From an optimization exercise on the open Yosys and OpenROAD flow, aimed at small area, a short achievable clock period and few clock cycles per item; shortcuts taken in it are not production practice.
Function was checked by simulation only, so behaviour that the tests miss may differ from the original.

==> flow/design.v (excerpt) <==
module rv64m_mul_sequencer (
  input  logic          clk,
  input  logic          rst_n,
  input  logic          flush,
  input  logic          in_valid,
  output logic          in_ready,
  input  logic [1:0]    in_op,
  input  logic          in_word,
  input  logic [63:0]   in_rs1,
  input  logic [63:0]   in_rs2,
  output logic          out_valid,
  input  logic          out_ready,
  output logic [63:0]   out_result,
  output logic [127:0]  out_product,
  output logic          busy
);
==> flow/config.mk <==
export PLATFORM = sky130hd
export DESIGN_NAME = rv64m_mul_sequencer
export DESIGN_NICKNAME = rv64m_mul_sequencer
export VERILOG_FILES = /design/flow/design.v
export SDC_FILE = /design/flow/constraint.sdc
export NUM_CORES = 4
export LEC_CHECK = 0
export CAP_MARGIN = 20
export CORE_MARGIN = 10
export CORE_UTILIZATION = 55
export SLEW_MARGIN = 20
export SYNTH_HIERARCHICAL = 1
export SYNTH_MINIMUM_KEEP_SIZE = 0
export TNS_END_PERCENT = 0
==> flow/constraint.sdc <==
create_clock -name core_clock -period 11.0 [get_ports {clk}]
set_input_delay 2.2000 -clock core_clock [delete_from_list [all_inputs] [get_ports {clk}]]
set_output_delay 2.2000 -clock core_clock [all_outputs]
set_load 0.01 [all_outputs]
standard.sh (not shown) runs the stock make flow with config.mk's settings and CLKGATE_MAP_FILE= SYNTH_SCRIPT=/design/flow/synth_recipe.tcl, a recipe that flattens the netlist after the stock synthesis.
==> flow/flow/run.sh <==
#!/bin/bash
# The standard layout (standard.sh, all of ORFS from synthesis to the final
# DEF) with three changes to how the layout is made:
#  - the port buffers are buf_2 cells (the default picks a slow delay cell);
#  - at the end of floorplan, flow/downsize.tcl gives every logic cell its
#    smallest drive strength, so that repair sizes up only what needs it;
#  - timing repair aims for 6.15 ns more setup slack than the clock needs.
# ORFS's own logs stay under orfs/logs; make's output goes to standard.log.
set -euo pipefail
here=$(pwd)
bash standard.sh \
  "BUFFER_PORTS_ARGS=-buffer_cell sky130_fd_sc_hd__buf_2" \
  "POST_FLOORPLAN_TCL=$here/flow/downsize.tcl" \
  SETUP_SLACK_MARGIN=6.15 \
  finish > standard.log 2>&1
==> flow/flow/downsize.tcl <==
# Runs at the end of ORFS's floorplan step (POST_FLOORPLAN_TCL): gives every
# logic cell the smallest drive strength of its kind. The later repair steps
# (repair_design, repair_timing) size up what timing, slew and load need.
set dont [split $::env(DONT_USE_CELLS)]
set smallest [dict create]
set n 0
foreach inst [get_cells *] {
  set ref [get_property $inst ref_name]
  if {![regexp {^(sky130_fd_sc_hd__[a-z0-9]+)_([0-9]+)$} $ref -> base drv]} { continue }
  if {[regexp {tap|conb|fill|decap|clk|dly} $base]} { continue }
  if {![dict exists $smallest $base]} {
    set best ""
    set ba 1e9
    foreach lc [get_lib_cells ${base}_*] {
      set nm [get_name $lc]
      if {![regexp "^${base}_\[0-9\]+\$" $nm]} { continue }
      if {[lsearch -exact $dont $nm] >= 0} { continue }
      set a [get_property $lc area]
      if {$a < $ba} { set ba $a; set best $nm }
    }
    dict set smallest $base $best
  }
  set best [dict get $smallest $base]
  if {$best ne "" && $best ne $ref} {
    replace_cell $inst $best
    incr n
  }
}
puts "downsize.tcl: $n cells given their smallest drive strength"

# Nets with many loads (the Booth digit registers drive a whole row each) get
# buffer trees in repair_design rather than one long chain.
set_max_fanout 16 [current_design]
puts "downsize.tcl: max fanout 16 for repair_design"
Testbench counts at the start, summed over its fixed seeds: cycles 9,608, items 3,200.
Rerun with:
==> flow/flow/run.sh (replaced) <==
#!/bin/bash
# The standard layout (standard.sh, all of ORFS from synthesis to the final
# DEF) with three changes to how the layout is made:
#  - the port buffers are buf_1 cells (the default picks a slow delay cell);
#  - at the end of floorplan, flow/downsize.tcl gives every logic cell its
#    smallest drive strength, so that repair sizes up only what needs it;
#  - timing repair aims for 6.15 ns more setup slack than the clock needs.
# ORFS's own logs stay under orfs/logs; make's output goes to standard.log.
set -euo pipefail
here=$(pwd)
bash standard.sh \
  "BUFFER_PORTS_ARGS=-buffer_cell sky130_fd_sc_hd__buf_1" \
  "POST_FLOORPLAN_TCL=$here/flow/downsize.tcl" \
  SETUP_SLACK_MARGIN=6.15 \
  finish > standard.log 2>&1
--- a/flow/flow/downsize.tcl
+++ b/flow/flow/downsize.tcl
@@ -28,7 +28,2 @@
 }
 puts "downsize.tcl: $n cells given their smallest drive strength"
-
-# Nets with many loads (the Booth digit registers drive a whole row each) get
-# buffer trees in repair_design rather than one long chain.
-set_max_fanout 16 [current_design]
-puts "downsize.tcl: max fanout 16 for repair_design"
What happened:
- global-route usage rose by 0.50 points
- cell area shrinks by about 4%
- wire length goes up by 1.4%
- utilization came out lower by 2.2 points
- final cell count goes down by 3.1%
- setup slack gets worse by 70 ps
Rerun with:
==> flow/run.sh (new file) <==
#!/bin/bash
# synth_recipe.tcl (not shown) runs the flow's synth.tcl, then flattens the netlist and writes it again
# the make line also repeats each setting of config.mk as NAME=value (left out here)
make -C /OpenROAD-flow-scripts/flow DESIGN_CONFIG=/design/flow/config.mk WORK_HOME=/design/flow/orfs CLKGATE_MAP_FILE= SYNTH_SCRIPT=/design/flow/synth_recipe.tcl finish
--- a/flow/config.mk
+++ b/flow/config.mk
@@ -9,6 +9,6 @@
 export CORE_MARGIN = 10
 export CORE_UTILIZATION = 55
+export SETUP_SLACK_MARGIN = 5
 export SLEW_MARGIN = 20
 export SYNTH_HIERARCHICAL = 1
 export SYNTH_MINIMUM_KEEP_SIZE = 0
-export TNS_END_PERCENT = 0
removed: flow/flow/run.sh
removed: flow/flow/downsize.tcl
removed: flow/standard.sh
After rerunning: Worst hold slack improves by 67 ps. Utilization increases by 6.7 points. Setup slack degrades by 400 ps. Wire length increases by a few percent. Clock skew decreases by 12 ps. Sequential cell count stays the same. Non-clock buffer count decreases by 16. Design area increases by roughly a tenth. Global-route usage increases by 2.3 points. Critical path depth increases by 6. Area after synthesis is unchanged.
Rerun with:
==> flow/flow/run.sh (new file) <==
#!/bin/bash
# The standard layout (standard.sh, all of ORFS from synthesis to the final
# DEF) with three changes to how the layout is made:
#  - the port buffers are buf_2 cells (the default picks a slow delay cell);
#  - at the end of floorplan, flow/downsize.tcl gives every logic cell its
#    smallest drive strength, so that repair sizes up only what needs it;
#  - timing repair aims for 6.15 ns more setup slack than the clock needs.
# ORFS's own logs stay under orfs/logs; make's output goes to standard.log.
set -euo pipefail
here=$(pwd)
bash standard.sh \
  "BUFFER_PORTS_ARGS=-buffer_cell sky130_fd_sc_hd__buf_2" \
  "POST_FLOORPLAN_TCL=$here/flow/downsize.tcl" \
  SETUP_SLACK_MARGIN=6.15 \
  finish > standard.log 2>&1
==> flow/flow/downsize.tcl (new file) <==
# Runs at the end of ORFS's floorplan step (POST_FLOORPLAN_TCL): gives every
# logic cell the smallest drive strength of its kind. The later repair steps
# (repair_design, repair_timing) size up what timing, slew and load need.
set dont [split $::env(DONT_USE_CELLS)]
set smallest [dict create]
set n 0
foreach inst [get_cells *] {
  set ref [get_property $inst ref_name]
  if {![regexp {^(sky130_fd_sc_hd__[a-z0-9]+)_([0-9]+)$} $ref -> base drv]} { continue }
  if {[regexp {tap|conb|fill|decap|clk|dly} $base]} { continue }
  if {![dict exists $smallest $base]} {
    set best ""
    set ba 1e9
    foreach lc [get_lib_cells ${base}_*] {
      set nm [get_name $lc]
      if {![regexp "^${base}_\[0-9\]+\$" $nm]} { continue }
      if {[lsearch -exact $dont $nm] >= 0} { continue }
      set a [get_property $lc area]
      if {$a < $ba} { set ba $a; set best $nm }
    }
    dict set smallest $base $best
  }
  set best [dict get $smallest $base]
  if {$best ne "" && $best ne $ref} {
    replace_cell $inst $best
    incr n
  }
}
puts "downsize.tcl: $n cells given their smallest drive strength"
==> flow/standard.sh (new file) <==
#!/bin/bash
# synth_recipe.tcl (not shown) runs the flow's synth.tcl, then flattens the netlist and writes it again
# the make line also repeats each setting of config.mk as NAME=value (left out here)
make -C /OpenROAD-flow-scripts/flow DESIGN_CONFIG=/design/flow/config.mk WORK_HOME=/design/flow/orfs CLKGATE_MAP_FILE= SYNTH_SCRIPT=/design/flow/synth_recipe.tcl "${@:-finish}"
--- a/flow/config.mk
+++ b/flow/config.mk
@@ -8,7 +8,7 @@
 export CAP_MARGIN = 20
 export CORE_MARGIN = 10
-export CORE_UTILIZATION = 55
-export SETUP_SLACK_MARGIN = 5
+export CORE_UTILIZATION = 70
 export SLEW_MARGIN = 20
 export SYNTH_HIERARCHICAL = 1
 export SYNTH_MINIMUM_KEEP_SIZE = 0
+export TNS_END_PERCENT = 0
removed: flow/run.sh
Effect: The new run passed the timing, design-rule and antenna checks. Global-route usage is higher by 6.1 points. Synthesized area does not change. Die area shrinks by 20%.

## static timing again, ports no longer ideal
The results above use ideal ports. As a check the final layouts listed here were re-extracted and re-timed, cells and wires unchanged. Step 1 (the two cells are an assumption about what drives the block):
set clk [get_ports {clk}]
set_driving_cell -lib_cell sky130_fd_sc_hd__clkbuf_16 $clk
set_driving_cell -lib_cell sky130_fd_sc_hd__buf_2 [delete_from_list [all_inputs] $clk]
Step 2 adds t to the input delays and takes it off the output delays; t is the mean of the earliest and latest rising clock arrival at the registers after step 1. Input paths then give back, and output paths get back, about the clock's delay inside the block. Slacks: no drivers / after step 1 / after step 2; pairs: no drivers / after step 1.
run	t, ns	slack for setup (ns)	cell pins on the clock port's net
the first run	0.738	5.372 / 5.289 / 5.393	1
the second run	0.748	5.302 / 5.244 / 5.302	1
the third run	0.733	4.903 / 4.825 / 5.131	1
the fourth run	0.738	5.327 / 5.320 / 5.327	1
After both steps setup and hold are still met in every run listed.
